From an optimization exercise on the open Yosys and OpenROAD flow, aimed at small area, a short achievable clock period and few clock cycles per item; shortcuts taken in it are not production practice. The RTL was checked by simulation tests, not by an equivalence proof against the original design.

Setup of run A:
## poly_horner_seq
module poly_horner_seq (
    input  logic               clk,
    input  logic               rst,
    input  logic               coeff_we,
    input  logic [3:0]         coeff_addr,
    input  logic signed [15:0] coeff_wdata,
    input  logic signed [15:0] x,
    input  logic               start,
    output logic               busy,
    output logic               done,
    output logic signed [31:0] sum,
    output logic               ovf
);
    logic signed [15:0] r_coeff [0:10];
    logic [10:0]        r_cval;
    logic [7:0]         r_bone, r_btwo, r_bneg;
    logic signed [31:0] r_acc;
    logic signed [16:0] r_c, w_cn, w_n7;
    logic               r_ge, r_cneg, w_ge, w_cy15;
    logic [16:0]        w_y;
    logic signed [16:0] w_craw;
    logic               w_n7n;
    logic [3:0]         r_idx, w_idx_n, w_idx_r;
    logic               r_busy, r_done, r_ovf;
    logic signed [15:0] w_c, w_crd, w_c9;
    logic [7:0]         w_xone, w_xtwo, w_xneg;
    logic [47:0]        w_ra, w_rb;
    logic [31:0]        w_s, w_g0, w_p0;
    logic               w_c31, w_hi_one, w_hi_zero;
    logic               w_sovf, w_chi, w_clo, w_acc_st, w_last, w_wr;
    assign w_acc_st = start & ~r_busy;
    assign w_last   = r_busy & (r_idx == 4'd0);
  ...
make LEC_CHECK=0 ABC_AREA=1 CAP_MARGIN=20 CORE_MARGIN=2 CORE_UTILIZATION=40 SLEW_MARGIN=20 SYNTH_HIERARCHICAL=1 SYNTH_MINIMUM_KEEP_SIZE=0 finish   # period 9.0 ns
run.sh (not shown) runs the stock make flow with config.mk's settings and CLKGATE_MAP_FILE= SYNTH_SCRIPT=/design/flow/synth_recipe.tcl, a recipe that flattens the netlist after the stock synthesis.
Run A was carried through to the last stage, and its layout satisfied the timing, DRC and antenna checks.
Testbench counts of run A, summed over its fixed seeds: cycles 14,440, evals 1,280.
--- input diff run A..run B ---
Settings: CAP_MARGIN changed from 20 to 0; TNS_END_PERCENT newly set to 5; SLEW_MARGIN changed from 20 to 0; SETUP_SLACK_MARGIN newly set to 3.7.
Results
- Number of diodes added for antenna fixing delta for run B relative to run A: 1 lower
- Number of port buffers came out exactly the same in run A and run B.
- Run B finished every step from synthesis to the final layout, and the layout passed the timing, DRC and antenna checks.
- Post-route met1 wirelength: run A and run B compared, higher one is run B
- Final-layout clock-cell area share essentially unchanged between run A and run B.
- First-pass GRT wire length ended up 420 um higher on run B than on run A.
- First-iteration DRC count (run B / run A): 1.05
- Diff run A -> run B: clock tree buffer depth held, global-route usage ~0 delta, relative slew slack decreased by 2.1 points relative to the old numbers, worst setup slack has increased, maximum frequency went up about 11%.
The following lists how run C was set up differently from run B:
Settings: CAP_MARGIN changed from 0 to 20; SLEW_MARGIN changed from 0 to 20; TNS_END_PERCENT removed (was 5).
[summary]
No stage failed in run B, and the final checks on the layout all came back clean.
Run C finished every stage and its layout cleared the timing, DRC and antenna checks.
Run C vs. run B: setup slack went up by 0.022 ns.
Taking run B as the reference, in run C global-route usage saw little to no change, worst setup skew after layout essentially unchanged, via count barely changed.
Relative to run B, the final critical-path required period of run C is lower by 0.022 ns.
Worst hold slack across run C and run B: no real change.
Min global routing met1 resource utilization across run C and run B: run B
Routed length on met3: run C and run B compared, higher one is run C
In the tables for run C and run B, fmax reads higher with run C.
--- input diff run C..run D ---
Settings: CORE_UTILIZATION: 40 -> 55.
==> run notes <==
Looking at post-CTS repair timing setup buffer count, run D sits 3 below run C.
Run D vs run C, category of the critical setup timing path: flop to flop vs flop to output port
Per the comparison of run D with run C, met3 track demand over resource now larger; cell count now smaller; initial DRC count now larger.

---

Another version of the RTL of poly_horner_seq (not shown whole).
For scale: about 2300 cells after synthesis, about 75 I/O pins, ~23000 um^2 of cells after synthesis.
clock: 9.0 ns
lec_check: 0
abc_area: 1
cap_margin: 20
core_margin: 2
core_utilization: 40
setup_slack_margin: 4
slew_margin: 20
synth_hierarchical: 1
synth_minimum_keep_size: 0
Testbench counts at the start, summed over its fixed seeds: cycles 14,440, evals 1,280.
==> next run, changes <==
--- a/flow/config.mk
+++ b/flow/config.mk
@@ -12 +11,0 @@
-export SETUP_SLACK_MARGIN = 4
Via count drops by about 6%.
Wire length drops by about 9%.
Count of clock-buffer cells in the layout climbs by 6.
Cell area drops by 10%.
Core utilization drops by 5.3 points.
Maximum frequency drops by about 10%.
First-iteration DRC count drops by about 7%.

-- static timing again, ports no longer ideal --
The results above use ideal ports. As a check the final layouts listed here were re-extracted and re-timed, cells and wires unchanged.
Step 1 sets driving cells, clkbuf_16 on the clock port and buf_2 on the other inputs (assumed; they add their load-dependent delay and slew).
Step 2, shift: input delay + t, output delay - t, t = (earliest + latest rising clock arrival at the registers) / 2. This alone moves slack from input paths to output paths.
a / b / c = no drivers / after step 1 / after step 2; a / b = the first two.
| run | t, ns | setup WS [ns] | hold WS [ns] | clock arrival spread, ns |
|---|---|---|---|---|
| run A | 0.652 | 3.303 / 3.245 / 3.391 | 0.459 / 0.459 / 0.459 | 0.018 / 0.018 |
| run B | 0.657 | 3.852 / 3.792 / 3.861 | 0.460 / 0.460 / 0.460 | 0.016 / 0.015 |
| run C | 0.653 | 3.874 / 3.816 / 3.910 | 0.460 / 0.460 / 0.460 | 0.015 / 0.015 |
| run D | 0.657 | 3.786 / 3.786 / 3.786 | 0.452 / 0.452 / 0.452 | 0.032 / 0.032 |
| the first run of note 2 | 0.615 | 3.801 / 3.801 / 3.801 | 0.383 / 0.383 / 0.383 | 0.023 / 0.023 |
| the second run of note 2 | 0.619 | 3.202 / 3.202 / 3.202 | 0.371 / 0.371 / 0.371 | 0.028 / 0.028 |
After both steps every run listed still meets setup and hold.
